This design comes from an exercise in tuning for small area on the open sky130 flow, not from production work. At most, simulation tests tie the RTL to the original design; equivalence was not proved. Function not checked in run 1: the RTL went through the layout flow alone. Power figures rest on the tool's default switching activity, not on a simulated workload.

[flow/flow/run.sh]
#!/bin/bash
# Standard layout; keep the tool output in a log beside the work folder.
bash standard.sh > standard.log 2>&1
[flow/standard.sh]
#!/bin/bash
# synth_recipe.tcl (not shown) runs the flow's synth.tcl, then flattens the netlist and writes it again
# the make line also repeats each setting of config.mk as NAME=value (left out here)
make -C /OpenROAD-flow-scripts/flow DESIGN_CONFIG=/design/flow/config.mk WORK_HOME=/design/flow/orfs CLKGATE_MAP_FILE= SYNTH_SCRIPT=/design/flow/synth_recipe.tcl "${@:-finish}"
[flow/config.mk]
export PLATFORM = sky130hd
export DESIGN_NAME = systolic_ctrl
export DESIGN_NICKNAME = systolic_ctrl
export VERILOG_FILES = /design/flow/design.v
export SDC_FILE = /design/flow/constraint.sdc
export NUM_CORES = 4
export LEC_CHECK = 0
export CAP_MARGIN = 20
export CORE_AREA = 6 6 434 434
export DIE_AREA = 0 0 440 440
export SLEW_MARGIN = 20
[flow/constraint.sdc]
create_clock -name core_clock -period 6.0 [get_ports {clk}]
set_input_delay 1.2000 -clock core_clock [delete_from_list [all_inputs] [get_ports {clk}]]
set_output_delay 1.2000 -clock core_clock [all_outputs]
set_load 0.01 [all_outputs]
[flow/design.v]
module systolic_ctrl #(
  parameter int unsigned WIDTH       = 16,
  parameter int unsigned MAX_LENGTH  = 64,
  parameter int unsigned NUM_UNITS   = 64,
  parameter int unsigned WDOG_CYCLES = 1024
) (
  input  logic                                     clk,
  input  logic                                     reset,
  input  logic                                     job_valid,
  output logic                                     job_ready,
  input  logic [$clog2(NUM_UNITS+1)-1:0]           job_rows,
  input  logic [$clog2(MAX_LENGTH)-1:0]            job_length,
  output logic                                     elem_valid,
  output logic [$clog2(MAX_LENGTH)-1:0]            elem_idx,
  output logic                                     arr_start,
  output logic [NUM_UNITS-1:0]                     arr_active_units,
  output logic [$clog2(MAX_LENGTH)-1:0]            arr_length,
  input  logic [NUM_UNITS-1:0]                     arr_done,
  input  logic [NUM_UNITS*WIDTH-1:0]               arr_result,
  output logic                                     res_valid,
  input  logic                                     res_ready,
  output logic [WIDTH-1:0]                         res_data,
  output logic [$clog2(NUM_UNITS)-1:0]             res_index,
  output logic                                     res_last,
  output logic                                     busy,
  output logic                                     err
);
  localparam int unsigned CW = 10;   
  typedef enum logic [2:0] {
    StIdle  = 3'b000,
    StStart = 3'b001,
    StFeed  = 3'b011,
    StWait  = 3'b010,
    StDrain = 3'b110
  } state_e;
  state_e          state_q, state_d;
  logic            err_q, err_d;
  logic [5:0]      last_q;      
  logic [5:0]      len_q;
  logic [CW-1:0]   cnt_q, cnt_d;
  logic [CW-1:0]   cnt_inc;
  logic [NUM_UNITS*WIDTH-1:0] snap_q;
  logic idle, st_start, st_feed, st_wait, st_drain;
  logic all_done, feed_last, res_last_w, wdog_end, nonempty;
  logic [NUM_UNITS-1:0] mask;
  assign idle     = state_q == StIdle;
  assign st_start = state_q == StStart;
  assign st_feed  = state_q == StFeed;
  assign st_wait  = state_q == StWait;
  assign st_drain = state_q == StDrain;
  assign cnt_inc = cnt_q + CW'(1);
  always_comb begin
    for (int i = 0; i < NUM_UNITS; i++) begin
      mask[i] = !idle && (6'(i) <= last_q);
    end
  end
  assign all_done   = &(arr_done | ~mask);
  assign feed_last  = cnt_inc[5:0] == len_q;
  assign res_last_w = cnt_q[5:0] == last_q;
  assign wdog_end   = &cnt_q;
  assign nonempty   = (job_rows != '0) && (job_length != '0);
  always_ff @(posedge clk or posedge reset) begin
    if (reset) begin
      state_q <= StIdle;
      err_q   <= 1'b0;
    end else begin
      state_q <= state_d;
      err_q   <= err_d;
    end
  end
  always_ff @(posedge clk) begin
    if (idle) begin
      len_q  <= job_length;
      last_q <= job_rows[6] ? 6'h3f : job_rows[5:0] - 6'd1;
    end
    cnt_q <= cnt_d;
  end
  always_ff @(posedge clk) begin
    snap_q <= (arr_result & {(NUM_UNITS*WIDTH){!st_drain}}) |
              (snap_q & {(NUM_UNITS*WIDTH){st_drain}});
  end
  always_comb begin
    state_d = state_q;
    err_d   = err_q;
    cnt_d   = cnt_q;
    unique case (state_q)
      StIdle: begin
        cnt_d = '0;
        if (job_valid) begin
          err_d = 1'b0;
          if (nonempty) state_d = StStart;
        end
      end
      StStart: begin
        cnt_d   = '0;
        state_d = StFeed;
      end
      StFeed: begin
        if (feed_last) begin
          cnt_d   = '0;
          state_d = StWait;
        end else begin
          cnt_d = cnt_inc;
        end
      end
      StWait: begin
        if (all_done) begin
          cnt_d   = '0;
          state_d = StDrain;
        end else if (wdog_end) begin
          err_d   = 1'b1;
          state_d = StIdle;
        end else begin
          cnt_d = cnt_inc;
        end
      end
      StDrain: begin
        if (res_ready) begin
          cnt_d = cnt_inc;
          if (res_last_w) state_d = StIdle;
        end
      end
      default: begin
        state_d = StIdle;
      end
    endcase
  end
  assign job_ready        = idle;
  assign busy             = !idle;
  assign arr_start        = st_start;
  assign elem_valid       = st_feed;
  assign res_valid        = st_drain;
  assign arr_active_units = mask;
  assign arr_length       = idle ? 6'd0 : len_q;
  assign elem_idx         = cnt_q[5:0];
  assign res_index        = cnt_q[5:0];
  assign res_last         = res_last_w;
  logic [NUM_UNITS-1:0] sel;
  always_comb begin
    for (int u = 0; u < NUM_UNITS; u++) sel[u] = cnt_q[5:0] == 6'(u);
    res_data = '0;
    for (int u = 0; u < NUM_UNITS; u++)
      res_data = res_data | (snap_q[u*WIDTH +: WIDTH] & {WIDTH{sel[u]}});
  end
  assign err              = err_q;
endmodule
==> results.sh, run 1 <==
export IMPL_max_freq_ghz=0.165
export IMPL_p_leak_nw=21.0
export IMPL_timing_critical_path_mode_cell="buf_4"
export IMPL_async_flop_share=0.00381
export IMPL_ff_latch_area_sq_mm=0.0315
export IMPL_worstMarginPinSlew_ns=1.13
export IMPL_p_sw_w=0.00592
export IMPL_die_h_um=440
export IMPL_drv_slew=0
export IMPL_ys_warn_count=1
export IMPL_first_global_vias=30869
export IMPL_cp_required_ns=4.80
export IMPL_synth_nets=3327
export IMPL_tritoncts="done"
export IMPL_status="complete, but fails checks"
export IMPL_drc_errors=0
export IMPL_h_tree_depth=3
export IMPL_hpwl_um=232000
export IMPL_hold_buffers=0
export IMPL_ant_nets=0
export IMPL_vias_per_cell=5.31
export IMPL_pwr_share_clk=0.373
export IMPL_crit_slowest_cell="or4_1"
export IMPL_globalplace_congestion=0.993
export IMPL_maxCapViolCount=0
export IMPL_reg2reg_slack_ns=1.31
export IMPL_crit_path_cell_trace="buf_4 > nand3_1 > nor2_4 > buf_4 > a22o_1 > a221oi_2 > nand4_1 > buf_4 > or4_1 > buf_4"
export IMPL_finalSetupViolCount=1
export IMPL_crit_path_start_kind="register"
export IMPL_antenna_found_initial=181
export IMPL_num_fill_cells=17648
export IMPL_cts_root_buf="clkbuf_16"
export IMPL_arrival_ns=4.85
export IMPL_pin_count=1210
export IMPL_check_faults="negative setup slack"
export IMPL_peakVddDrop_mv=0.240
export IMPL_dp_slack_ns=0.386
export IMPL_syn_avg_cell_area_sq_um=17.8
export IMPL_synth_edf_count=1046
export IMPL_swShare=0.293
export IMPL_timing_final_ws_setup_ns=-0.0460
export IMPL_timing_final_crit_share=1.01
export IMPL_drt_total_wl_um=289000
export IMPL_die_area_sq_mm=0.194
export IMPL_relSlewSlack=0.247
export IMPL_crit_path_max_incr_delay_ns=0.64
export IMPL_port_buffer_count=1209
export IMPL_cp_end_kind="output port"
export IMPL_nets=4687
export IMPL_path_class="register to output port"
export IMPL_yosysSeqAreaShare=0.797
export IMPL_hold_viol=0
export IMPL_wl_per_cell_um=47.2
export IMPL_postSynthCellCount=2217
export IMPL_synth_seq_cells=1050
export IMPL_core_area_sq_mm=0.181
export IMPL_ys_types=74
export IMPL_min_period_ns=6.05
export IMPL_grt_pass1_wl_um=351000
export IMPL_multiInputGateArea_sq_mm=0.00786
export IMPL_power_internal_w=0.0143
export IMPL_drt_iter0_drc=5224
export IMPL_netlist_area_sq_mm=0.0396
export IMPL_grt_ovfl_total=0
export IMPL_pwr_share_seq=0.437
export IMPL_start_util=0.218
export IMPL_synth_ff_type="edfxtp_1"
export IMPL_path_clk_slew_ns=0.06
export IMPL_clock_sinks=1050
export IMPL_rows=156
export IMPL_drive_gt1_frac=0.118
export IMPL_cts_buffers=119
export IMPL_pwr_density_cell_mw_per_mm2=337
export IMPL_gr_usage_all_layers=0.284
export IMPL_drtPass1Iterations=7
export IMPL_grt_max_degree=172
export IMPL_syn2layout_area_growth_pct=51.6
export IMPL_pwr_share_comb=0.190
export IMPL_clockBufferDepth=3
export IMPL_hold_class="register to register"
export IMPL_cp_max_fo=13
export IMPL_holdWs_ns=0.529
export IMPL_num_vias=32425
export IMPL_die_width_um=440
export IMPL_finalClockSkew_ns=0.0511
export IMPL_clock_latency_ns=0.79
layout by cell type, fill, tap and decap left out, types with 45 or more instances in the layout:
master / Yosys / layout
clkdlybuf4s50_1: 0 / 1200
edfxtp_1: 1046 / 1046
a22o_1: 209 / 209
a221oi_1: 210 / 206
buf_4: 17 / 152
clkbuf_16: 0 / 119
a22oi_1: 95 / 95
diode_2: 0 / 70
nand4_1: 66 / 66
a21oi_1: 55 / 55
nor2_4: 1 / 45
critical path, delay by kind of cell, from the launching register on:
family / cells / cell delay, ns
buffers and inverters: 4 / 1.12
AOI/OAI and AO/OA: 2 / 0.62
and+or+nand+nor: 4 / 1.67
DFF: 1 / 0.60
routing by layer:
layer	global-route usage	wire length (um)
met5	0	471
met4	0.105	13000
met3	0.0887	30000
met2	0.458	134000
met1	0.358	111000
logic make-up after synthesis:
logic type	after synthesis	synth area share
AO/OA/AOI/OAI	642	0.132
AND/OR/NAND/NOR	346	0.0471
multiplexers	1	0.000253
XOR/XNOR	23	0.00509
flip-flops	1050	0.797
buffers and inverters	149	0.0172
adder cells (fa/ha/maj)	6	0.00183
final timing paths:
path                                  from  cells after the start           to
worst max-delay path              cnt_q[2]                     10  res_data[5]
worst min-delay path                 err_q                      2        err_q
worst max register to register  state_q[0]                      9     cnt_q[1]
worst min register to register       err_q                      2        err_q
max in group asynchronous            reset                      2   state_q[1]
min in group asynchronous            reset                      2   state_q[0]
synth_stat cells, types with 3 or more instances:
library cell,number,share of area
buf_6,5,0.0014
inv_1,22,0.0021
nor2_1,82,0.0078
nor2b_1,7,0.0011
o21ai_0,18,0.0023
nor3_1,28,0.0035
dfrtp_1,4,0.0025
clkbuf_1,81,0.0077
and2_1,12,0.0019
nand2b_1,13,0.0021
a211oi_1,7,0.0013
ha_1,5,0.0016
xor2_1,10,0.0022
a22oi_1,95,0.018
o32ai_1,3,0.00066
and3_1,5,0.00079
nand3b_1,6,0.0011
a221oi_1,210,0.047
nor4_1,16,0.0025
buf_1,5,0.00047
or3_1,4,0.00063
o311ai_0,3,0.00066
a31oi_1,11,0.0017
nand3_1,34,0.0043
a21oi_1,55,0.0070
nand2_1,40,0.0038
buf_4,17,0.0032
buf_2,16,0.0020
xnor2_1,13,0.0029
nand4_1,66,0.010
nor3b_1,3,0.00057
or4_1,13,0.0025
edfxtp_1,1046,0.79
a22o_1,209,0.046
o22ai_1,3,0.00047
power by group through the flow:
stage | Combinational (W) | Clock, W | Sequential, W
floorplan | 0.00101 | 0 | 0.00870
global placement | 0.00372 | 0 | 0.00899
detailed placement | 0.00372 | 0 | 0.00896
CTS | 0.00381 | 0.00765 | 0.00881
global route | 0.00390 | 0.00792 | 0.00883
finish | 0.00383 | 0.00754 | 0.00883
repair_timing:
action,4_1_cts,5_1_grt
pin swaps,3,2
buffers inserted,5,0
resized for setup,9,5
setup endpoints to repair,12,5
area by class of cell:
class                   instances  area share
inverters                      24     0.00150
diodes                         70     0.00292
flip-flops and latches       1050       0.526
well taps                    2370      0.0495
repair buffers               1364       0.223
multi-input cells            1018       0.131
clock buffers                 137      0.0508
clock inverters                78      0.0154
stage by stage:
| stage | instances | utilization | total power, W | setup TNS (ns) | cell area [sq um] |
|---|---|---|---|---|---|
| 2_1_floorplan | 2217 | - | 0.00971 | -2.24 | 39600 |
| 3_3_place_gp | 5821 | 0.307 | 0.0127 | 0 | 55700 |
| 3_5_place_dp | 5821 | 0.307 | 0.0127 | 0 | 55700 |
| 4_1_cts | 6041 | 0.330 | 0.0203 | 0 | 59800 |
| 5_1_grt | 6080 | 0.330 | 0.0207 | -0.00274 | 59900 |
| 6_report | 6111 | 0.331 | 0.0202 | -0.0460 | 60000 |
==> run 2, diff against run 1 <==
--- a/flow/design.v
+++ b/flow/design.v
@@ -36,5 +36,5 @@
   state_e          state_q, state_d;
   logic            err_q, err_d;
-  logic [5:0]      last_q;      
+  logic [5:0]      rows_q;      
   logic [5:0]      len_q;
   logic [CW-1:0]   cnt_q, cnt_d;
@@ -52,10 +52,10 @@
   always_comb begin
     for (int i = 0; i < NUM_UNITS; i++) begin
-      mask[i] = !idle && (6'(i) <= last_q);
+      mask[i] = !idle && ((rows_q == 6'd0) || (6'(i) < rows_q));
     end
   end
   assign all_done   = &(arr_done | ~mask);
   assign feed_last  = cnt_inc[5:0] == len_q;
-  assign res_last_w = cnt_q[5:0] == last_q;
+  assign res_last_w = cnt_inc[5:0] == rows_q;
   assign wdog_end   = &cnt_q;
   assign nonempty   = (job_rows != '0) && (job_length != '0);
@@ -72,5 +72,5 @@
     if (idle) begin
       len_q  <= job_length;
-      last_q <= job_rows[6] ? 6'h3f : job_rows[5:0] - 6'd1;
+      rows_q <= job_rows[6] ? 6'd0 : job_rows[5:0];
     end
     cnt_q <= cnt_d;
==> flow/flow/run.sh (replaced) <==
#!/bin/bash
# Standard ORFS layout (the standard.sh, unchanged synthesis), with the port buffers
# made from the smallest buffer cell instead of the resizer's default choice.
bash standard.sh 'BUFFER_PORTS_ARGS=-buffer_cell sky130_fd_sc_hd__buf_1' finish > standard.log 2>&1
--- a/flow/config.mk
+++ b/flow/config.mk
@@ -7,5 +7,5 @@
 export LEC_CHECK = 0
 export CAP_MARGIN = 20
-export CORE_AREA = 6 6 434 434
-export DIE_AREA = 0 0 440 440
+export CORE_AREA = 6 6 314 314
+export DIE_AREA = 0 0 320 320
 export SLEW_MARGIN = 20
==> run 2 against run 1 <==
The run now fails in 3_2_place_iop. Area after synthesis about the same. Synthesized cell count decreased by 0.23%.
==> results.sh, run 2 <==
export IMPL_status="stopped before the end"
export IMPL_stop_stage="3_2_place_iop"
export IMPL_error_line="[ERROR PPL-0024] Number of IO pins (1210) exceeds maximum number of available positions (1154). Increase the die perimeter from 1280.00um to 1645.60um."
export IMPL_die_h_um=320
export IMPL_ys_types=67
export IMPL_netlist_area_sq_mm=0.0395
export IMPL_rows=112
export IMPL_synth_top_cell_area_share=0.795
export IMPL_ys_warn_count=1
export IMPL_yosys_area_top_type="edfxtp_1"
export IMPL_yosys_top_cells_count="edfxtp_1 (1046), a22o_1 (239), a221oi_1 (238)"
export IMPL_synth_seq_cells=1050
export IMPL_yosysSeqAreaShare=0.797
export IMPL_async_flop_share=0.00381
export IMPL_postSynthCellCount=2212
export IMPL_die_width_um=320
export IMPL_synth_ff_type="edfxtp_1"
export IMPL_yosysMostFrequentCell="edfxtp_1"
export IMPL_synth_edf_count=1046
export IMPL_synth_area_top_cells="edfxtp_1 (79%), a22o_1 (5.3%), a221oi_1 (5.3%)"
export IMPL_syn_avg_cell_area_sq_um=17.9
export IMPL_synth_nets=3321
export IMPL_start_util=0.422
## run 2: kinds of logic after synthesis
kind of cell               synth area share
xor gates and xnor gates            0.00465
DFF                                   0.797
AOI/OAI and AO/OA                     0.138
adders and majority gates           0.00127
and+or+nand+nor                      0.0434
buffers and inverters                0.0159
==> run 3, diff against run 2 <==
--- a/flow/config.mk
+++ b/flow/config.mk
@@ -7,5 +7,5 @@
 export LEC_CHECK = 0
 export CAP_MARGIN = 20
-export CORE_AREA = 6 6 314 314
-export DIE_AREA = 0 0 320 320
+export CORE_AREA = 6 6 434 434
+export DIE_AREA = 0 0 440 440
 export SLEW_MARGIN = 20
==> run 3 against run 2 <==
The run now finishes clean. Area after synthesis stayed put. Synthesized cell count is the same.
==> results.sh, run 3 <==
export IMPL_pwr_share_seq=0.462
export IMPL_cp_required_ns=4.80
export IMPL_ys_types=67
export IMPL_ant_nets=0
export IMPL_pwr_share_comb=0.143
export IMPL_drc_errors=0
export IMPL_yosys_top_cells_count="edfxtp_1 (1046), a22o_1 (239), a221oi_1 (238)"
export IMPL_vias_per_cell=5.44
export IMPL_p_sw_w=0.00570
export IMPL_hold_class="primary input to asynchronous set/reset pin"
export IMPL_tritoncts="done"
export IMPL_gr_usage_all_layers=0.287
export IMPL_port_buffer_count=1209
export IMPL_clock_sinks=1050
export IMPL_holdWs_ns=0.339
export IMPL_h_tree_depth=3
export IMPL_netlist_area_sq_mm=0.0395
export IMPL_timing_final_crit_share=0.983
export IMPL_clock_latency_ns=0.79
export IMPL_die_width_um=440
export IMPL_drt_total_wl_um=293000
export IMPL_max_freq_ghz=0.170
export IMPL_maxCapViolCount=0
export IMPL_hold_viol=0
export IMPL_pwr_density_cell_mw_per_mm2=365
export IMPL_timing_critical_path_mode_cell="buf_4"
export IMPL_cts_root_buf="clkbuf_16"
export IMPL_num_vias=33286
export IMPL_grt_max_degree=162
export IMPL_drv_slew=0
export IMPL_nets=4692
export IMPL_synth_top_cell_area_share=0.795
export IMPL_die_h_um=440
export IMPL_async_flop_share=0.00381
export IMPL_grt_pass1_wl_um=356000
export IMPL_cts_buffers=121
export IMPL_globalplace_congestion=1.02
export IMPL_yosysMostFrequentCell="edfxtp_1"
export IMPL_cp_top_family="simple AND/OR/NAND/NOR gates"
export IMPL_cp_end_kind="output port"
export IMPL_synth_seq_cells=1050
export IMPL_yosysSeqAreaShare=0.797
export IMPL_status="timing/DRC/antenna clean"
export IMPL_drive_gt1_frac=0.120
export IMPL_crit_path_max_incr_delay_ns=0.71
export IMPL_core_area_sq_mm=0.181
export IMPL_syn2layout_area_growth_pct=32.9
export IMPL_antenna_found_initial=166
export IMPL_rsz0062_at_grt="no"
export IMPL_pwr_share_clk=0.394
export IMPL_finalClockSkew_ns=0.0627
export IMPL_synth_nets=3321
export IMPL_drtPass1Iterations=14
export IMPL_syn_avg_cell_area_sq_um=17.9
export IMPL_finalSetupViolCount=0
export IMPL_power_internal_w=0.0135
export IMPL_cp_max_fo=9
export IMPL_layout_commonest_cell="buf_1"
export IMPL_crit_slowest_cell="a221oi_1"
export IMPL_die_area_sq_mm=0.194
export IMPL_start_util=0.218
export IMPL_drt_iter0_drc=5530
export IMPL_grt_ovfl_total=0
export IMPL_crit_path_cell_trace="inv_1 > ha_1 > nand2_1 > nor2_4 > buf_4 > buf_4 > a221oi_1 > buf_4 > nand4_1 > or4_1 > buf_1"
export IMPL_path_clk_slew_ns=0.06
export IMPL_synth_area_top_cells="edfxtp_1 (79%), a22o_1 (5.3%), a221oi_1 (5.3%)"
export IMPL_clockBufferDepth=3
export IMPL_yosys_area_top_type="edfxtp_1"
export IMPL_worstMarginPinSlew_ns=1.12
export IMPL_min_period_ns=5.90
export IMPL_peakVddDrop_mv=0.269
export IMPL_relSlewSlack=0.252
export IMPL_arrival_ns=4.70
export IMPL_first_global_vias=31642
export IMPL_fin_tns_setup_ns=0
export IMPL_postSynthCellCount=2212
export IMPL_path_class="register to output port"
export IMPL_synth_ff_type="edfxtp_1"
export IMPL_ys_warn_count=1
export IMPL_rows=156
export IMPL_wl_per_cell_um=47.8
export IMPL_layout_common_cells="buf_1 (1208), edfxtp_1 (1046), a22o_1 (239)"
export IMPL_pin_count=1210
export IMPL_synth_edf_count=1046
export IMPL_p_leak_nw=17.7
export IMPL_swShare=0.297
export IMPL_critPathBufInv=5
export IMPL_hpwl_um=238000
export IMPL_crit_path_start_kind="register"
-- run 3: cell counts after synthesis --
Identical to the previous run, type by type.
-- run 3: worst paths after layout --
kind,start,to,slack [ns],cells after the start
setup / recovery,cnt_q[1],res_data[0],0.10,11
hold / removal,reset,state_q[0],0.34,2
setup reg to reg,rows_q[5],cnt_q[1],1.44,9
hold reg to reg,err_q,err_q,0.60,2
max in group asynchronous,reset,state_q[1],5.51,2
min in group core_clock,arr_result[416],register,0.55,1
-- run 3: stage by stage --
step | std cells | power, W | util | setup WS [ns] | cell area (sq um)
after CTS | 6051 | 0.0192 | 0.288 | 0.0134 | 52300
after global routing | 6095 | 0.0196 | 0.289 | 0.00869 | 52500
after global placement | 5816 | 0.0117 | 0.266 | 0.447 | 48200
after floorplan | 2212 | 0.00957 | - | -10.65 | 39500
after detailed placement | 5816 | 0.0116 | 0.266 | 0.527 | 48200
final | 6124 | 0.0192 | 0.290 | 0.104 | 52500
-- run 3: what timing repair did --
action	4_1_cts	5_1_grt
pin swaps	2	2
endpoints found under the setup margin	7	2
gates resized for setup	10	3
hold buffers	0	0
buffers inserted	7	7
-- run 3: power groups by stage --
| stage | logic [W] | clock network [W] | registers [W] |
|---|---|---|---|
| 2_1_floorplan | 0.000880 | 0 | 0.00869 |
| 3_3_place_gp | 0.00264 | 0 | 0.00906 |
| 3_5_place_dp | 0.00262 | 0 | 0.00902 |
| 4_1_cts | 0.00271 | 0.00768 | 0.00886 |
| 5_1_grt | 0.00280 | 0.00794 | 0.00887 |
| 6_report | 0.00276 | 0.00757 | 0.00888 |
-- run 3: final cells by class --
| class | instances | area (sq um) |
|---|---|---|
| fillers | 18382 | 129000 |
| flip-flops and latches | 1050 | 31500 |
| multi-input cells | 1018 | 7940 |
| repair buffers | 1373 | 5860 |
| clock buffers | 138 | 3090 |
| well taps | 2370 | 2970 |
| clock inverters | 90 | 932 |
| diodes | 66 | 165 |
| inverters | 19 | 75.1 |
-- run 3: per-layer routing --
layer,part of all wire,track usage
met4,0.059,0.140
met2,0.44,0.435
met5,0.0019,0
met1,0.39,0.367
met3,0.11,0.0996
-- run 3: cell families (layout without fill, tap and decap cells) --
kind of cell | Yosys count | count (layout) | share of synthesized area
AOI/OAI and AO/OA | 668 | 668 | 0.138
xor gates and xnor gates | 21 | 21 | 0.00465
adders and majority gates | 4 | 4 | 0.00127
buffers and inverters | 144 | 1620 | 0.0159
DFF | 1050 | 1050 | 0.797
other | 0 | 66 | 0
and+or+nand+nor | 325 | 325 | 0.0434
==> run 4, diff against run 3 <==
==> flow/flow/run.sh (replaced) <==
#!/bin/bash
# Standard ORFS layout (the standard.sh, unchanged synthesis), with
#  - port buffers made from the smallest buffer cell,
#  - a clock tree of clkbuf_8 leaves (clkbuf_16 root) with larger sink clusters and
#    no dummy balancing loads.
CTS="-sink_clustering_enable -repair_clock_nets -dont_use_dummy_load"
CTS="$CTS -buf_list sky130_fd_sc_hd__clkbuf_8 -root_buf sky130_fd_sc_hd__clkbuf_16"
CTS="$CTS -sink_clustering_size 18 -sink_clustering_max_diameter 60"
bash standard.sh \
  'BUFFER_PORTS_ARGS=-buffer_cell sky130_fd_sc_hd__buf_1' \
  "CTS_ARGS=$CTS" \
  finish > standard.log 2>&1
==> run 4 against run 3 <==
Setup slack gained 0.024 ns. Clock power is 44% lower. Cell area is 4.7% lower. Sequential power hardly changed. Combinational power about the same. Sequential cell count stayed put. Largest cell class unchanged. Still clean on timing, DRC and antenna. Hold slack better by 0.10 ns. Cell count is 2.0% lower.
==> results.sh, run 4 <==
export IMPL_status="timing/DRC/antenna clean"
export IMPL_layout_common_cells="buf_1 (1208), edfxtp_1 (1046), a22o_1 (239)"
export IMPL_synth_nets=3321
export IMPL_p_sw_w=0.00494
export IMPL_synth_top_cell_area_share=0.795
export IMPL_drc_errors=0
export IMPL_synth_top_family_by_area="compound AO/OA/AOI/OAI gates"
export IMPL_ant_nets=0
export IMPL_p_leak_nw=16.6
export IMPL_synth_area_top_cells="edfxtp_1 (79%), a22o_1 (5.3%), a221oi_1 (5.3%)"
export IMPL_cts_root_buf="clkbuf_16"
export IMPL_clock_sinks=1050
export IMPL_cp_top_family="simple AND/OR/NAND/NOR gates"
export IMPL_wl_per_cell_um=48.7
export IMPL_timing_critical_path_mode_cell="buf_4"
export IMPL_pwr_density_cell_mw_per_mm2=318
export IMPL_synth_ff_type="edfxtp_1"
export IMPL_h_tree_depth=3
export IMPL_yosys_area_share_simple=0.0434
export IMPL_peakVddDrop_mv=0.179
export IMPL_synthAdderAreaFrac=0.00127
export IMPL_num_fill_cells=18577
export IMPL_syn_avg_cell_area_sq_um=17.9
export IMPL_hold_buffers=0
export IMPL_hpwl_um=238000
export IMPL_power_internal_w=0.0110
export IMPL_num_vias=32962
export IMPL_drive_gt1_frac=0.100
export IMPL_rsz0062_at_grt="no"
export IMPL_synth_mux_area_frac=0
export IMPL_relSlewSlack=0.230
export IMPL_cp_end_kind="output port"
export IMPL_yosysSeqAreaShare=0.797
export IMPL_ys_types=67
export IMPL_arrival_ns=4.67
export IMPL_antenna_found_initial=174
export IMPL_swShare=0.311
export IMPL_maxCapViolCount=0
export IMPL_pwr_share_comb=0.174
export IMPL_die_h_um=440
export IMPL_pwr_share_seq=0.558
export IMPL_die_width_um=440
export IMPL_min_period_ns=5.87
export IMPL_max_freq_ghz=0.170
export IMPL_synth_compound_area_share=0.138
export IMPL_netlist_area_sq_mm=0.0395
export IMPL_synth_edf_count=1046
export IMPL_clockBufferDepth=3
export IMPL_yosysMostFrequentCell="edfxtp_1"
export IMPL_hold_viol=0
export IMPL_finalSetupViolCount=0
export IMPL_grt_pass1_wl_um=355000
export IMPL_rr_worst_depth=9
export IMPL_layout_commonest_cell="buf_1"
export IMPL_cp_max_fo=9
export IMPL_nets=4671
export IMPL_pwr_share_clk=0.268
export IMPL_cts_buffers=107
export IMPL_synth_seq_cells=1050
export IMPL_clock_latency_ns=0.70
export IMPL_reg2reg_to="cnt_q[5]"
export IMPL_ys_warn_count=1
export IMPL_dp_cells=5816
export IMPL_critPathBufInv=4
export IMPL_crit_path_max_incr_delay_ns=0.77
export IMPL_r2r_start="rows_q[5]"
export IMPL_drt_iter0_drc=5392
export IMPL_drv_slew=0
export IMPL_globalplace_congestion=1.02
export IMPL_hold_class="primary input to asynchronous set/reset pin"
export IMPL_postSynthCellCount=2212
export IMPL_timing_final_crit_share=0.979
export IMPL_finalClockSkew_ns=0.0758
export IMPL_grt_max_degree=162
export IMPL_pin_count=1210
export IMPL_drtPass1Iterations=9
export IMPL_yosys_top_cells_count="edfxtp_1 (1046), a22o_1 (239), a221oi_1 (238)"
export IMPL_async_flop_share=0.00381
export IMPL_core_area_sq_mm=0.181
export IMPL_rows=156
export IMPL_fin_tns_setup_ns=0
export IMPL_drt_total_wl_um=292000
export IMPL_port_buffer_count=1209
export IMPL_vias_per_cell=5.49
export IMPL_cp_required_ns=4.80
export IMPL_crit_path_start_kind="register"
export IMPL_tritoncts="done"
export IMPL_yosys_area_top_type="edfxtp_1"
export IMPL_synth_xor_area_frac=0.00465
export IMPL_path_class="register to output port"
export IMPL_start_util=0.218
export IMPL_worstMarginPinSlew_ns=1.15
export IMPL_first_global_vias=31341
export IMPL_gr_usage_all_layers=0.286
export IMPL_grt_ovfl_total=0
export IMPL_crit_path_cell_trace="buf_4 > ha_1 > nand3_1 > nor2_4 > buf_4 > a22o_1 > a221oi_1 > buf_4 > nand4_1 > or4_4 > buf_12"
export IMPL_crit_slowest_cell="or4_4"
export IMPL_path_clk_slew_ns=0.09
export IMPL_die_area_sq_mm=0.194
export IMPL_reg2reg_slack_ns=1.35
export IMPL_fin_cells=6001
export IMPL_syn2layout_area_growth_pct=26.6
-- run 4: per-stage QoR --
step | power, W | hold WS, ns | instance area, sq um | utilization | setup WS, ns
after global routing | 0.0162 | 0.402 | 50000 | 0.276 | 0.0134
after CTS | 0.0159 | 0.367 | 49800 | 0.275 | 0.0401
after floorplan | 0.00957 | 0.517 | 39500 | - | -10.65
final | 0.0159 | 0.442 | 50100 | 0.276 | 0.128
after global placement | 0.0117 | 0.577 | 48200 | 0.266 | 0.447
after detailed placement | 0.0116 | 0.557 | 48200 | 0.266 | 0.527
-- run 4: worst max path at each step --
stage	startpoint	cells past startpoint	to
final	cnt_q[1]	11	res_data[6]
after global routing	cnt_q[1]	10	res_data[11]
after CTS	cnt_q[1]	10	res_data[11]
after detailed placement	cnt_q[0]	11	res_data[6]
after global placement	cnt_q[0]	11	res_data[6]
after floorplan	state_q[0]	4	register
-- run 4: cell families (layout without fill, tap and decap cells) --
group / count (synthesis) / after routing
adders and majority gates: 4 / 4
AOI/OAI and AO/OA: 668 / 668
xor gates and xnor gates: 21 / 21
and+or+nand+nor: 325 / 325
other: 0 / 71
buffers and inverters: 144 / 1492
DFF: 1050 / 1050
-- run 4: power groups by stage --
stage               combinational (W)  clock, W  sequential, W
floorplan                    0.000880         0        0.00869
global placement              0.00264         0        0.00906
detailed placement            0.00262         0        0.00902
CTS                           0.00270   0.00436        0.00885
global route                  0.00280   0.00458        0.00886
finish                        0.00277   0.00426        0.00887
-- run 4: layout make-up --
type                    count  area, sq um  share of cell area
diodes                     71          178             0.00355
repair buffers           1366         5820               0.116
well taps                2370         2970              0.0592
clock buffers             107         1570              0.0314
inverters                  19         75.1             0.00150
flip-flops and latches   1050        31500               0.630
multi-input cells        1018         7940               0.159
-- run 4: per-layer routing --
layer / routed length, um / vias up / part of all wire / GRT usage
li1: - / 12147 / - / -
met1: 113000 / 16904 / 0.39 / 0.364
met2: 128000 / 2990 / 0.44 / 0.433
met3: 33100 / 835 / 0.11 / 0.102
met4: 17200 / 86 / 0.059 / 0.141
met5: 568 / - / 0.0019 / 0
-- run 4: worst reg2reg max path, cell delays in order, from the launching register on --
cell	delay [ns]
edfxtp_1	0.76
buf_4	0.41
nor2b_1	0.72
a31oi_1	0.24
a21oi_1	0.22
nor4b_1	0.51
nand4_1	0.54
o31ai_2	0.44
a2bb2oi_1	0.21
buf_4	0.25
-- run 4: timing repair --
action / in CTS / in global routing
endpoints found under the setup margin: 5 / 2
pin swaps: 1 / 2
endpoints found under the hold margin: 0 / 0
gates resized for setup: 5 / 9
setup buffers: 6 / 1
==> run 5, diff against run 4 <==
--- a/flow/design.v
+++ b/flow/design.v
@@ -36,4 +36,5 @@
   state_e          state_q, state_d;
   logic            err_q, err_d;
+  logic            load_q;      
   logic [5:0]      rows_q;      
   logic [5:0]      len_q;
@@ -64,7 +65,9 @@
       state_q <= StIdle;
       err_q   <= 1'b0;
+      load_q  <= 1'b1;
     end else begin
       state_q <= state_d;
       err_q   <= err_d;
+      load_q  <= state_d != StDrain;
     end
   end
@@ -77,5 +80,5 @@
   end
   always_ff @(posedge clk) begin
-    snap_q <= (arr_result & {(NUM_UNITS*WIDTH){!st_drain}}) |
+    snap_q <= (arr_result & {(NUM_UNITS*WIDTH){load_q}}) |
               (snap_q & {(NUM_UNITS*WIDTH){st_drain}});
   end
==> run 5 against run 4 <==
Now fails the layout checks on negative setup slack. Routed wire length increased by 11%. Clock skew grew 0.030 ns. Critical path depth shrank 3. Utilization down 0.65 points. Synthesized cell count increased by 57%. Register-to-register slack got worse by 0.30 ns. Via count rose by 25%. Sequential share of layout area shrank 19 points. Highest routed layer unchanged. Sequential power shrank 11%. First-iteration DRC count rose by 11%. Largest power group unchanged. Die area did not move. Critical endpoint is now res_data[4]. Power is 5.7% higher.
==> results.sh, run 5 <==
export IMPL_clock_latency_ns=0.72
export IMPL_drc_errors=0
export IMPL_synth_ff_type="dfxtp_1"
export IMPL_max_freq_ghz=0.166
export IMPL_grt_ovfl_total=0
export IMPL_num_vias=41264
export IMPL_drt_total_wl_um=324000
export IMPL_core_area_sq_mm=0.181
export IMPL_top_register="snap_q"
export IMPL_path_clk_slew_ns=0.06
export IMPL_port_buffer_count=1209
export IMPL_netlist_area_sq_mm=0.0391
export IMPL_synth_seq_cells=1051
export IMPL_clock_sinks=1051
export IMPL_grt_max_degree=238
export IMPL_largest_register_ffs=1024
export IMPL_first_global_vias=38406
export IMPL_crit_path_cell_trace="inv_1 > nand2_1 > nor2_4 > a22o_1 > a221oi_1 > nand4_1 > or4_1 > buf_1"
export IMPL_cts_root_buf="clkbuf_16"
export IMPL_min_period_ns=6.01
export IMPL_synth_edf_count=22
export IMPL_fin_tns_setup_ns=-0.00858
export IMPL_crit_path_max_incr_delay_ns=0.85
export IMPL_grt_pass1_wl_um=402000
export IMPL_globalplace_congestion=1.03
export IMPL_finalSetupViolCount=1
export IMPL_nets=5694
export IMPL_wl_per_cell_um=45.6
export IMPL_largest_registers="snap_q (1024), cnt_q (10)"
export IMPL_status="complete, but fails checks"
export IMPL_crit_slowest_cell="or4_1"
export IMPL_cp_required_ns=4.80
export IMPL_h_tree_depth=3
export IMPL_maxCapViolCount=0
export IMPL_syn_avg_cell_area_sq_um=11.3
export IMPL_num_fill_cells=19129
export IMPL_crit_path_start_kind="register"
export IMPL_drive_gt1_frac=0.0751
export IMPL_dp_cells=6851
export IMPL_finalClockSkew_ns=0.106
export IMPL_async_flop_share=0.00476
export IMPL_fin_cells=7117
export IMPL_drt_iter0_drc=5959
export IMPL_relSlewSlack=0.0331
export IMPL_tritoncts="done"
export IMPL_check_faults="negative setup slack"
export IMPL_drtPass1Iterations=8
export IMPL_holdWs_ns=0.480
export IMPL_rows=156
export IMPL_postSynthCellCount=3462
export IMPL_hold_viol=0
export IMPL_cts_buffers=100
export IMPL_yosysMostFrequentCell="a22o_1"
export IMPL_cp_max_fo=16
export IMPL_ys_types=68
export IMPL_start_util=0.216
export IMPL_ant_nets=0
export IMPL_pwr_density_cell_mw_per_mm2=344
export IMPL_ys_warn_count=1
export IMPL_antenna_found_initial=309
export IMPL_clockBufferDepth=3
export IMPL_hold_class="register to register"
export IMPL_yosysSeqAreaShare=0.544
export IMPL_post_cts_setup_buffers=0
export IMPL_drv_slew=0
export IMPL_die_h_um=440
export IMPL_synth_area_top_cells="dfxtp_1 (52%), a22o_1 (29%), a221oi_1 (5.8%)"
export IMPL_hpwl_um=266000
export IMPL_vias_per_cell=5.80
export IMPL_path_class="register to output port"
export IMPL_die_width_um=440
export IMPL_layout_common_cells="a22o_1 (1282), buf_1 (1207), dfxtp_1 (1024)"
export IMPL_dp_slack_ns=0.561
export IMPL_timing_final_ws_setup_ns=-0.00858
export IMPL_arrival_ns=4.81
export IMPL_layout_commonest_cell="a22o_1"
export IMPL_syn2layout_area_growth_pct=24.9
export IMPL_yosys_area_top_type="dfxtp_1"
export IMPL_rsz0062_at_grt="no"
export IMPL_p_leak_nw=17.7
export IMPL_cp_end_kind="output port"
export IMPL_peakVddDrop_mv=0.202
export IMPL_pin_count=1210
export IMPL_synth_nets=4571
export IMPL_synth_top_cell_area_share=0.524
export IMPL_worstMarginPinSlew_ns=1.45
export IMPL_yosys_top_cells_count="a22o_1 (1282), dfxtp_1 (1024), clkbuf_1 (314)"
export IMPL_timing_final_crit_share=1.00
export IMPL_die_area_sq_mm=0.194
export IMPL_gr_usage_all_layers=0.314
run 5: changes by cell type after synthesis, sizes merged, moves of 6 or more:
cell    before   now
a22o       239  1282
dfxtp        0  1024
edfxtp    1046    22
clkbuf      89   314
a22oi       42     1
a221oi     238   257
o21ai       12    31
a21oi       69    51
nor2       100   114
a31oi       19     9
nand3       22    14
inv         19    25
nand2       35    41
nor3        15    21
run 5: cell type report:
class | count | area [sq um] | area share
Antenna cell | 164 | 410 | 0.00840
Multi-Input combinational cell | 2041 | 16800 | 0.343
Timing Repair Buffer | 1366 | 5890 | 0.121
Sequential cell | 1051 | 21300 | 0.436
Tap cell | 2370 | 2970 | 0.0607
Clock buffer | 100 | 1480 | 0.0302
Inverter | 25 | 93.8 | 0.00192
run 5: worst paths after layout:
path,startpoint,endpoint,slack (ns),depth (start not counted)
max,cnt_q[4],res_data[4],-0.009,8
min,snap_q[463],snap_q[463],0.48,1
max reg2reg,rows_q[3],cnt_q[7],1.05,8
min reg2reg,snap_q[463],snap_q[463],0.48,1
max in group asynchronous,reset,load_q,5.19,2
min in group asynchronous,reset,state_q[2],0.55,2
run 5: per-layer routing:
metal / track usage / vias up / routed length (um)
met5: 0 / - / 966
met3: 0.154 / 984 / 40400
met1: 0.348 / 20299 / 118000
met2: 0.467 / 3374 / 137000
li1: - / 16459 / -
met4: 0.228 / 148 / 28400
run 5: critical path, delay by kind of cell, from the launching register on:
kind / cells / cell delay, ns
and+or+nand+nor: 4 / 2.40
AOI/OAI and AO/OA: 2 / 0.93
DFF: 1 / 0.48
buffers and inverters: 2 / 0.33
run 5: report_power, final:
group	internal (W)	switching [W]	total, W
logic	0.00146	0.00327	0.00473
clock network	0.00162	0.00256	0.00418
registers	0.00742	0.000475	0.00789
run 5: kinds of logic after synthesis:
logic type / after synthesis / share of synthesized area
XOR/XNOR: 21 / 0.00505
adder cells (fa/ha/maj): 4 / 0.00128
buffers and inverters: 370 / 0.0374
AND/OR/NAND/NOR: 331 / 0.0437
AO/OA/AOI/OAI: 1685 / 0.369
flip-flops: 1051 / 0.544
run 5: what timing repair did:
action / 4_1_cts / 5_1_grt
resized for setup: 2 / 1
hold buffers: 0 / 0
pin swaps: 0 / 0
setup endpoints to repair: 1 / 1
run 5: metrics by stage:
| step | utilization | cell area, sq um | total power, W |
|---|---|---|---|
| 2_1_floorplan | - | 39100 | 0.00945 |
| 3_3_place_gp | 0.259 | 47000 | 0.0126 |
| 3_5_place_dp | 0.259 | 47000 | 0.0126 |
| 4_1_cts | 0.267 | 48500 | 0.0167 |
| 5_1_grt | 0.268 | 48700 | 0.0171 |
| 6_report | 0.270 | 48900 | 0.0168 |
==> run 6, diff against run 5 <==
--- a/flow/flow/run.sh
+++ b/flow/flow/run.sh
@@ -6,5 +6,5 @@
 CTS="-sink_clustering_enable -repair_clock_nets -dont_use_dummy_load"
 CTS="$CTS -buf_list sky130_fd_sc_hd__clkbuf_8 -root_buf sky130_fd_sc_hd__clkbuf_16"
-CTS="$CTS -sink_clustering_size 18 -sink_clustering_max_diameter 60"
+CTS="$CTS -sink_clustering_size 16 -sink_clustering_max_diameter 50"
 bash standard.sh \
   'BUFFER_PORTS_ARGS=-buffer_cell sky130_fd_sc_hd__buf_1' \
--- a/flow/config.mk
+++ b/flow/config.mk
@@ -9,3 +9,5 @@
 export CORE_AREA = 6 6 434 434
 export DIE_AREA = 0 0 440 440
-export SLEW_MARGIN = 20
+export PLACE_DENSITY = 0.9
+export SETUP_SLACK_MARGIN = 0.25
+export SLEW_MARGIN = 35
==> run 6 against run 5 <==
Now clean on timing, DRC and antenna. Power increased by 4.7%. Critical path depth increased by 2. Count of clock-buffer cells in the layout increased by 15. Non-clock buffer count decreased by 6. First-iteration DRC count increased by 16%. Clock skew increased by 0.011 ns. Highest routed layer unchanged.
==> results.sh, run 6 <==
export IMPL_status="timing/DRC/antenna clean"
export IMPL_die_width_um=440
export IMPL_power_w=0.0176
export IMPL_max_freq_ghz=0.172
export IMPL_layout_commonest_cell="a22o_1"
export IMPL_min_period_ns=5.81
export IMPL_rows=156
export IMPL_relSlewSlack=0.294
export IMPL_r2r_start="rows_q[1]"
export IMPL_synth_seq_cells=1051
export IMPL_pin_count=1210
export IMPL_min_to="snap_q[719]"
export IMPL_rr_worst_depth=8
export IMPL_start_util=0.216
export IMPL_gr_usage_all_layers=0.342
export IMPL_wl_per_cell_um=48.9
export IMPL_die_h_um=440
export IMPL_drtPass1Iterations=14
export IMPL_crit_path_start_kind="register"
export IMPL_hold_buffers=0
export IMPL_yosys_top_cells_count="a22o_1 (1282), dfxtp_1 (1024), clkbuf_1 (314)"
export IMPL_reg2reg_to="cnt_q[4]"
export IMPL_maxCapViolCount=0
export IMPL_synth_mux_area_frac=0
export IMPL_globalplace_congestion=1.15
export IMPL_async_flop_share=0.00476
export IMPL_synth_top_cell_area_share=0.524
export IMPL_path_clk_slew_ns=0.06
export IMPL_finalClockSkew_ns=0.117
export IMPL_die_area_sq_mm=0.194
export IMPL_rsz0062_at_grt="yes"
export IMPL_grt_pass1_wl_um=435000
export IMPL_nets=5703
export IMPL_synth_xor_area_frac=0.00505
export IMPL_timing_final_crit_share=0.969
export IMPL_vias_per_cell=6.12
export IMPL_layout_common_cells="a22o_1 (1282), buf_1 (1201), dfxtp_1 (1024)"
export IMPL_antenna_found_initial=331
export IMPL_crit_slowest_cell="or4_1"
export IMPL_synth_area_top_cells="dfxtp_1 (52%), a22o_1 (29%), a221oi_1 (5.8%)"
export IMPL_largest_register_ffs=1024
export IMPL_synth_compound_area_share=0.369
export IMPL_postSynthCellCount=3462
export IMPL_critPathBufInv=3
export IMPL_reg2reg_slack_ns=1.69
export IMPL_yosys_area_top_type="dfxtp_1"
export IMPL_hold_viol=0
export IMPL_cp_end_kind="output port"
export IMPL_worstMarginPinSlew_ns=1.06
export IMPL_fin_tns_setup_ns=0
export IMPL_drc_errors=0
export IMPL_yosys_area_share_simple=0.0437
export IMPL_path_class="register to output port"
export IMPL_h_tree_depth=3
export IMPL_grt_ovfl_total=0
export IMPL_hold_depth=1
export IMPL_core_area_sq_mm=0.181
export IMPL_drt_total_wl_um=349000
export IMPL_hold_class="register to register"
export IMPL_largest_registers="snap_q (1024), cnt_q (10)"
export IMPL_yosysMostFrequentCell="a22o_1"
export IMPL_synth_ff_type="dfxtp_1"
export IMPL_num_vias=43643
export IMPL_drt_iter0_drc=6921
export IMPL_cp_top_family="simple AND/OR/NAND/NOR gates"
export IMPL_final_core_util=0.272
export IMPL_ant_nets=0
export IMPL_top_register="snap_q"
export IMPL_yosysSeqAreaShare=0.544
export IMPL_ys_warn_count=1
export IMPL_arrival_ns=4.61
export IMPL_drv_slew=0
export IMPL_synth_nets=4571
export IMPL_drive_gt1_frac=0.0821
export IMPL_clock_latency_ns=0.76
export IMPL_synthAdderAreaFrac=0.00128
export IMPL_first_global_vias=39642
export IMPL_crit_path_max_incr_delay_ns=0.80
export IMPL_cts_root_buf="clkbuf_16"
export IMPL_p_leak_nw=17.9
export IMPL_clockBufferDepth=3
export IMPL_cts_buffers=115
export IMPL_ys_types=68
export IMPL_crit_path_cell_trace="inv_1 > ha_1 > nand2_1 > nor2_4 > a22o_1 > a221oi_1 > buf_4 > nand4_1 > or4_1 > buf_12"
export IMPL_timing_hold_worst_start="snap_q[719]"
export IMPL_synth_edf_count=22
export IMPL_cp_max_fo=16
export IMPL_syn2layout_area_growth_pct=26.2
export IMPL_clock_sinks=1051
export IMPL_port_buffer_count=1209
export IMPL_peakVddDrop_mv=0.191
export IMPL_grt_max_degree=224
export IMPL_synth_top_family_by_area="compound AO/OA/AOI/OAI gates"
export IMPL_netlist_area_sq_mm=0.0391
export IMPL_pwr_density_cell_mw_per_mm2=356
export IMPL_tritoncts="done"
export IMPL_finalSetupViolCount=0
export IMPL_hpwl_um=286000
export IMPL_cp_required_ns=4.80
export IMPL_syn_avg_cell_area_sq_um=11.3
-- run 6: cell counts after synthesis --
No cell type changed its count.
-- run 6: where the power goes --
| group | internal, W | switching, W | total (W) |
|---|---|---|---|
| combinational | 0.00172 | 0.00339 | 0.00510 |
| clock | 0.00184 | 0.00261 | 0.00444 |
| sequential | 0.00742 | 0.000620 | 0.00804 |
| total | 0.0110 | 0.00661 | 0.0176 |
-- run 6: worst max-delay path by stage --
stage | startpoint | end | cells past startpoint
after CTS | cnt_q[3] | res_data[7] | 9
final | cnt_q[1] | res_data[8] | 10
after floorplan | cnt_q[0] | res_data[14] | 10
after detailed placement | cnt_q[5] | res_data[5] | 8
after global routing | cnt_q[1] | res_data[7] | 10
after global placement | cnt_q[5] | res_data[5] | 8
-- run 6: stage by stage --
step                cells  hold WS [ns]  cell area (sq um)  worst slack [ns]
global route         7015         0.458              49100             0.165
detailed placement   6838         0.455              47000             0.680
floorplan            3462         0.439              39100              2.36
global placement     6828         0.455              46800             0.299
finish               7130         0.474              49400             0.188
CTS                  6953         0.434              48800            0.0873
-- run 6: repair_timing --
| action | CTS | global route |
|---|---|---|
| setup endpoints to repair | 7 | 6 |
| pin swaps | 0 | 3 |
| gates resized for setup | 6 | 9 |
| buffers inserted | 0 | 4 |
-- run 6: logic make-up (layout without fill, tap and decap cells) --
group / count (synthesis) / count (layout)
AOI/OAI and AO/OA: 1685 / 1685
xor gates and xnor gates: 21 / 21
adders and majority gates: 4 / 4
buffers and inverters: 370 / 1500
and+or+nand+nor: 331 / 331
other: 0 / 168
DFF: 1051 / 1051
-- run 6: final cells by class --
class / count / area (sq um)
diodes: 168 / 420
flip-flops and latches: 1051 / 21300
inverters: 25 / 93.8
well taps: 2370 / 2970
multi-input cells: 2041 / 16900
repair buffers: 1360 / 6100
clock buffers: 115 / 1680
fillers: 19061 / 132000
-- run 6: worst reg2reg max path, delay by kind of cell (launching register included) --
| kind | cells | cell delay (ns) |
|---|---|---|
| DFF | 1 | 0.66 |
| AOI/OAI and AO/OA | 4 | 1.40 |
| and+or+nand+nor | 4 | 1.98 |
-- run 6: routing by layer --
layer  up-vias  part of all wire  track usage
met3      1381              0.14        0.191
met1     21453              0.35        0.373
met4       188              0.10        0.279
li1      16518                 -            -
met2      4103              0.41        0.482
met5         -            0.0034      0.00302
==> run 7, diff against run 6 <==
--- a/flow/config.mk
+++ b/flow/config.mk
@@ -9,5 +9,5 @@
 export CORE_AREA = 6 6 434 434
 export DIE_AREA = 0 0 440 440
-export PLACE_DENSITY = 0.9
+export PLACE_DENSITY = 0.75
 export SETUP_SLACK_MARGIN = 0.25
 export SLEW_MARGIN = 35
==> run 7 against run 6 <==
Utilization is 0.052 points lower. Area after synthesis unchanged. Non-clock buffer count is 8 higher. Power decreased by 2.1%. Critical path type unchanged. Critical endpoint is now res_data[2].
==> results.sh, run 7 <==
export IMPL_max_freq_ghz=0.171
export IMPL_synth_xor_area_frac=0.00505
export IMPL_yosysMostFrequentCell="a22o_1"
export IMPL_cp_max_fo=15
export IMPL_gr_usage_all_layers=0.329
export IMPL_start_util=0.216
export IMPL_synth_edf_count=22
export IMPL_drt_iter0_drc=6037
export IMPL_die_width_um=440
export IMPL_clock_sinks=1051
export IMPL_ys_warn_count=1
export IMPL_status="timing/DRC/antenna clean"
export IMPL_hold_class="primary input to asynchronous set/reset pin"
export IMPL_port_buffer_count=1209
export IMPL_drt_total_wl_um=339000
export IMPL_clock_latency_ns=0.75
export IMPL_nets=5704
export IMPL_cts_buffers=108
export IMPL_final_core_util=0.272
export IMPL_maxCapViolCount=0
export IMPL_grt_pass1_wl_um=422000
export IMPL_top_register="snap_q"
export IMPL_pwr_share_comb=0.287
export IMPL_syn2layout_area_growth_pct=26.0
export IMPL_hpwl_um=278000
export IMPL_synth_top_family_by_area="compound AO/OA/AOI/OAI gates"
export IMPL_crit_path_start_kind="register"
export IMPL_p_sw_w=0.00649
export IMPL_netlist_area_sq_mm=0.0391
export IMPL_postSynthCellCount=3462
export IMPL_layout_common_cells="a22o_1 (1282), buf_1 (1206), dfxtp_1 (1024)"
export IMPL_synth_mux_area_frac=0
export IMPL_worstMarginPinSlew_ns=1.09
export IMPL_pin_count=1210
export IMPL_synth_compound_area_share=0.369
export IMPL_grt_max_degree=190
export IMPL_rows=156
export IMPL_pwr_density_cell_mw_per_mm2=349
export IMPL_num_vias=42569
export IMPL_yosys_top_cells_count="a22o_1 (1282), dfxtp_1 (1024), clkbuf_1 (314)"
export IMPL_antenna_found_initial=314
export IMPL_drc_errors=0
export IMPL_swShare=0.377
export IMPL_synth_ff_type="dfxtp_1"
export IMPL_ys_types=68
export IMPL_synth_top_cell_area_share=0.524
export IMPL_die_area_sq_mm=0.194
export IMPL_async_flop_share=0.00476
export IMPL_h_tree_depth=3
export IMPL_peakVddDrop_mv=0.269
export IMPL_synth_seq_cells=1051
export IMPL_globalplace_congestion=1.11
export IMPL_syn_avg_cell_area_sq_um=11.3
export IMPL_pwr_share_clk=0.250
export IMPL_yosys_area_top_type="dfxtp_1"
export IMPL_post_cts_setup_buffers=0
export IMPL_relSlewSlack=0.270
export IMPL_placed_cell_area_sq_mm=0.0471
export IMPL_clockBufferDepth=3
export IMPL_power_internal_w=0.0107
export IMPL_grt_ovfl_total=0
export IMPL_min_period_ns=5.85
export IMPL_hold_buffers=0
export IMPL_wl_per_cell_um=47.7
export IMPL_yosysSeqAreaShare=0.544
export IMPL_drv_slew=0
export IMPL_first_global_vias=39396
export IMPL_p_leak_nw=17.9
export IMPL_synthAdderAreaFrac=0.00128
export IMPL_synth_area_top_cells="dfxtp_1 (52%), a22o_1 (29%), a221oi_1 (5.8%)"
export IMPL_synth_nets=4571
export IMPL_dp_slack_ns=0.515
export IMPL_vias_per_cell=5.99
export IMPL_path_class="register to output port"
export IMPL_layout_commonest_cell="a22o_1"
export IMPL_fin_area_sq_mm=0.0493
export IMPL_core_area_sq_mm=0.181
export IMPL_arrival_ns=4.65
export IMPL_hold_viol=0
export IMPL_largest_registers="snap_q (1024), cnt_q (10)"
export IMPL_ant_nets=0
export IMPL_drive_gt1_frac=0.0843
export IMPL_pwr_share_seq=0.463
export IMPL_cp_required_ns=4.80
export IMPL_die_h_um=440
export IMPL_drtPass1Iterations=6
export IMPL_largest_register_ffs=1024
export IMPL_timing_final_ws_setup_ns=0.147
export IMPL_finalClockSkew_ns=0.0882
export IMPL_rsz0062_at_grt="yes"
export IMPL_yosys_area_share_simple=0.0437
export IMPL_timing_final_crit_share=0.976
export IMPL_cp_end_kind="output port"
export IMPL_cts_root_buf="clkbuf_16"
export IMPL_finalSetupViolCount=0
export IMPL_tritoncts="done"
export IMPL_path_clk_slew_ns=0.08
## run 7: cell counts after synthesis
No cell type changed its count.
## run 7: critical path: stages, from the launching register on
cell and delay, ns:
edfxtp_1 0.40, buf_4 0.22, inv_1 0.08, ha_1 0.27, nand2_1 0.30, nor2_2 0.15
buf_4 0.28, a22o_1 0.31, a221oi_1 0.42, nand4_1 0.42, or4_1 0.86, buf_12 0.24
## run 7: worst paths after layout
check / from / endpoint / slack, ns / cells past startpoint
worst max-delay path: cnt_q[0] / res_data[2] / 0.15 / 11
worst min-delay path: reset / err_q / 0.40 / 2
worst max register to register: rows_q[2] / cnt_q[0] / 1.42 / 10
worst min register to register: snap_q[947] / snap_q[947] / 0.48 / 1
max in group asynchronous: reset / load_q / 5.37 / 2
min in group core_clock: snap_q[947] / snap_q[947] / 0.48 / 1
## run 7: area by class of cell
class / instances / area [sq um]
Fill cell: 19180 / 132000
Inverter: 25 / 93.8
Multi-Input combinational cell: 2041 / 17000
Antenna cell: 143 / 358
Clock buffer: 108 / 1590
Sequential cell: 1051 / 21300
Timing Repair Buffer: 1368 / 6060
Tap cell: 2370 / 2970
## run 7: metal layers
layer  GRT usage  wire, um  vias up
met5           0      1200        -
met4       0.253     32800      180
met3       0.165     44900     1186
met2       0.473    138000     3772
met1       0.371    122000    20953
li1            -         -    16478
## run 7: per-stage QoR
stage / TNS [ns] / hold WS [ns] / instances / power, W
2_1_floorplan: 0 / 0.439 / 3462 / 0.00945
3_3_place_gp: -0.0728 / 0.456 / 6844 / 0.0127
3_5_place_dp: 0 / 0.455 / 6852 / 0.0128
4_1_cts: 0 / 0.368 / 6960 / 0.0170
5_1_grt: 0 / 0.414 / 7013 / 0.0174
6_report: 0 / 0.395 / 7106 / 0.0172
## run 7: what timing repair did
action,4_1_cts,5_1_grt
endpoints found under the setup margin,11,10
pin swaps,4,3
gates resized for setup,20,11
## run 7: cells by family after synthesis
family          after synthesis
flops                      1051
buf+inv                     370
xor+xnor                     21
simple gates                331
fa+ha+maj                     4
compound gates             1685
## run 7: power groups by stage
| stage | sequential, W | combinational (W) | clock (W) |
|---|---|---|---|
| 2_1_floorplan | 0.00774 | 0.00171 | 0 |
| 3_3_place_gp | 0.00809 | 0.00465 | 0 |
| 3_5_place_dp | 0.00807 | 0.00469 | 0 |
| 4_1_cts | 0.00792 | 0.00479 | 0.00431 |
| 5_1_grt | 0.00795 | 0.00492 | 0.00458 |
| 6_report | 0.00797 | 0.00495 | 0.00430 |
==> run 8, diff against run 7 <==
--- a/flow/config.mk
+++ b/flow/config.mk
@@ -9,5 +9,4 @@
 export CORE_AREA = 6 6 434 434
 export DIE_AREA = 0 0 440 440
-export PLACE_DENSITY = 0.75
 export SETUP_SLACK_MARGIN = 0.25
 export SLEW_MARGIN = 35
==> run 8 against run 7 <==
Non-clock buffer count up 12. Cell count up 0.63%. Critical path type unchanged. Register-to-register slack better by 0.14 ns. Sequential share of layout area down 0.12 points. Still clean on timing, DRC and antenna.
==> results.sh, run 8 <==
export IMPL_dp_slack_ns=0.690
export IMPL_vias_per_cell=5.80
export IMPL_clock_sinks=1051
export IMPL_status="timing/DRC/antenna clean"
export IMPL_gr_usage_all_layers=0.315
export IMPL_die_width_um=440
export IMPL_yosysMostFrequentCell="a22o_1"
export IMPL_rsz0062_at_grt="yes"
export IMPL_netlist_area_sq_mm=0.0391
export IMPL_syn_avg_cell_area_sq_um=11.3
export IMPL_hold_viol=0
export IMPL_cp_max_fo=10
export IMPL_synth_seq_cells=1051
export IMPL_cp_required_ns=4.80
export IMPL_layout_commonest_cell="a22o_1"
export IMPL_cp_end_kind="output port"
export IMPL_layout_common_cells="a22o_1 (1282), buf_1 (1207), dfxtp_1 (1024)"
export IMPL_num_fill_cells=19129
export IMPL_drt_iter0_drc=5832
export IMPL_cts_root_buf="clkbuf_16"
export IMPL_grt_ovfl_total=0
export IMPL_antenna_found_initial=301
export IMPL_timing_final_crit_share=0.970
export IMPL_synth_edf_count=22
export IMPL_port_buffer_count=1209
export IMPL_crit_path_cell_trace="ha_1 > nand3_2 > nor2_4 > buf_4 > a22o_1 > a221oi_1 > nand4_1 > or4_1 > buf_1"
export IMPL_yosys_area_top_type="dfxtp_1"
export IMPL_fin_cells=7151
export IMPL_pwr_density_cell_mw_per_mm2=348
export IMPL_final_core_util=0.273
export IMPL_largest_register_ffs=1024
export IMPL_wl_per_cell_um=45.4
export IMPL_ff_latch_area_sq_mm=0.0213
export IMPL_syn2layout_area_growth_pct=26.3
export IMPL_ys_warn_count=1
export IMPL_cp_top_family="simple AND/OR/NAND/NOR gates"
export IMPL_max_freq_ghz=0.172
export IMPL_path_class="register to output port"
export IMPL_grt_max_degree=215
export IMPL_die_area_sq_mm=0.194
export IMPL_tritoncts="done"
export IMPL_crit_path_start_kind="register"
export IMPL_synth_ff_type="dfxtp_1"
export IMPL_finalSetupViolCount=0
export IMPL_drive_gt1_frac=0.0843
export IMPL_synth_area_top_cells="dfxtp_1 (52%), a22o_1 (29%), a221oi_1 (5.8%)"
export IMPL_maxCapViolCount=0
export IMPL_synth_top_cell_area_share=0.524
export IMPL_core_area_sq_mm=0.181
export IMPL_nets=5728
export IMPL_relSlewSlack=0.298
export IMPL_power_w=0.0172
export IMPL_drt_total_wl_um=325000
export IMPL_hold_class="register to register"
export IMPL_drc_errors=0
export IMPL_start_util=0.216
export IMPL_crit_slowest_cell="a221oi_1"
export IMPL_clock_latency_ns=0.75
export IMPL_drv_slew=0
export IMPL_dp_cells=6866
export IMPL_first_global_vias=38943
export IMPL_critPathLaunch="cnt_q[1]"
export IMPL_timing_hold_worst_start="snap_q[830]"
export IMPL_clockBufferDepth=3
export IMPL_ant_nets=0
export IMPL_timing_final_ws_setup_ns=0.178
export IMPL_min_period_ns=5.82
export IMPL_num_vias=41494
export IMPL_finalClockSkew_ns=0.103
export IMPL_rows=156
export IMPL_yosysSeqAreaShare=0.544
export IMPL_path_clk_slew_ns=0.06
export IMPL_grt_pass1_wl_um=403000
export IMPL_async_flop_share=0.00476
export IMPL_worstMarginPinSlew_ns=1.05
export IMPL_r2r_start="rows_q[5]"
export IMPL_die_h_um=440
export IMPL_yosys_top_cells_count="a22o_1 (1282), dfxtp_1 (1024), clkbuf_1 (314)"
export IMPL_critPathBufInv=2
export IMPL_top_register="snap_q"
export IMPL_peakVddDrop_mv=0.208
export IMPL_drtPass1Iterations=7
export IMPL_pin_count=1210
export IMPL_arrival_ns=4.62
export IMPL_crit_path_max_incr_delay_ns=0.78
export IMPL_multiInputGateArea_sq_mm=0.0168
export IMPL_cts_buffers=120
export IMPL_hpwl_um=267000
export IMPL_p_leak_nw=17.9
export IMPL_ys_types=68
export IMPL_globalplace_congestion=1.03
export IMPL_h_tree_depth=3
export IMPL_fin_tns_setup_ns=0
export IMPL_largest_registers="snap_q (1024), cnt_q (10)"
export IMPL_postSynthCellCount=3462
export IMPL_synth_nets=4571
## run 8: cell types whose count changed in the layout (fill, tap and decap cells not counted), sizes merged
| cell | change |
|---|---|
| diode | +21 |
| clkinv | +1 |
| inv | -1 |
| clkbuf | +12 |
| buf | +12 |
## run 8: layout make-up
class                   instances  area share
multi-input cells            2041       0.340
well taps                    2370      0.0600
flip-flops and latches       1051       0.431
diodes                        164     0.00830
repair buffers               1380       0.123
inverters                      25     0.00190
clock buffers                 120      0.0354
## run 8: cell families after synthesis
| family | Yosys count | share of synthesized area |
|---|---|---|
| AND/OR/NAND/NOR | 331 | 0.0437 |
| XOR/XNOR | 21 | 0.00505 |
| AO/OA/AOI/OAI | 1685 | 0.369 |
| flip-flops | 1051 | 0.544 |
| buffers and inverters | 370 | 0.0374 |
| adder cells (fa/ha/maj) | 4 | 0.00128 |
## run 8: repair_timing
item,4_1_cts,5_1_grt
hold buffers,0,0
pin swaps,2,1
setup endpoints to repair,12,3
resized for setup,6,4
buffers inserted,0,0
## run 8: routing by layer
layer  up-vias  global-route usage  part of all wire
met5         -                   0            0.0030
met4       150               0.240             0.091
met3      1018               0.148              0.12
met2      3307               0.466              0.42
met1     20479               0.350              0.36
li1      16540                   -                 -
## run 8: stage by stage
stage / area (sq um) / hold WS, ns
2_1_floorplan: 39100 / 0.439
3_3_place_gp: 47000 / 0.452
3_5_place_dp: 47200 / 0.456
4_1_cts: 49000 / 0.471
5_1_grt: 49200 / 0.481
6_report: 49500 / 0.478
## run 8: worst paths after layout
path | endpoint | slack (ns) | depth (start not counted)
worst max-delay path | res_data[1] | 0.18 | 9
worst min-delay path | snap_q[830] | 0.48 | 1
worst max register to register | cnt_q[2] | 1.56 | 8
worst min register to register | snap_q[830] | 0.48 | 1
max in group asynchronous | load_q | 5.21 | 2
min in group asynchronous | state_q[2] | 0.54 | 2
## run 8: where the power goes
part	switching (W)	leakage, nW	internal [W]
sequential	0.000479	8.92	0.00742
combinational	0.00327	8.11	0.00150
clock	0.00262	0.910	0.00191

==> static timing again, ports no longer ideal <==
The flow's constraints put no driver on any port. The routed layouts listed below were extracted and timed again, unchanged, in two steps.
Step 1 (the two cells are an assumption about what drives the block):
set clk [get_ports {clk}]
set_driving_cell -lib_cell sky130_fd_sc_hd__clkbuf_16 $clk
set_driving_cell -lib_cell sky130_fd_sc_hd__buf_2 [delete_from_list [all_inputs] $clk]
Step 2 times the ports against the registers' clock, not the clock port: input delays grow and output delays shrink by t, the midpoint of the rising clock arrivals with the driver on.
a / b / c = no drivers / after step 1 / after step 2; a / b = the first two.
run	shift t [ns]	setup WS [ns]	latest minus earliest clock arrival (ns)	worst slew at a driven data input, ns
run 1	0.873	-0.046 / -0.129 / 0.743	0.093 / 0.093	0.34
run 3	0.848	0.104 / 0.028 / 0.876	0.079 / 0.080	0.35
run 4	0.770	0.128 / 0.050 / 0.821	0.143 / 0.143	0.35
run 5	0.748	-0.009 / -0.087 / 0.661	0.106 / 0.105	0.30
run 6	0.768	0.188 / 0.118 / 0.886	0.120 / 0.120	0.38
run 7	0.763	0.147 / 0.073 / 0.836	0.115 / 0.114	0.33
run 8	0.768	0.178 / 0.104 / 0.872	0.104 / 0.103	0.29
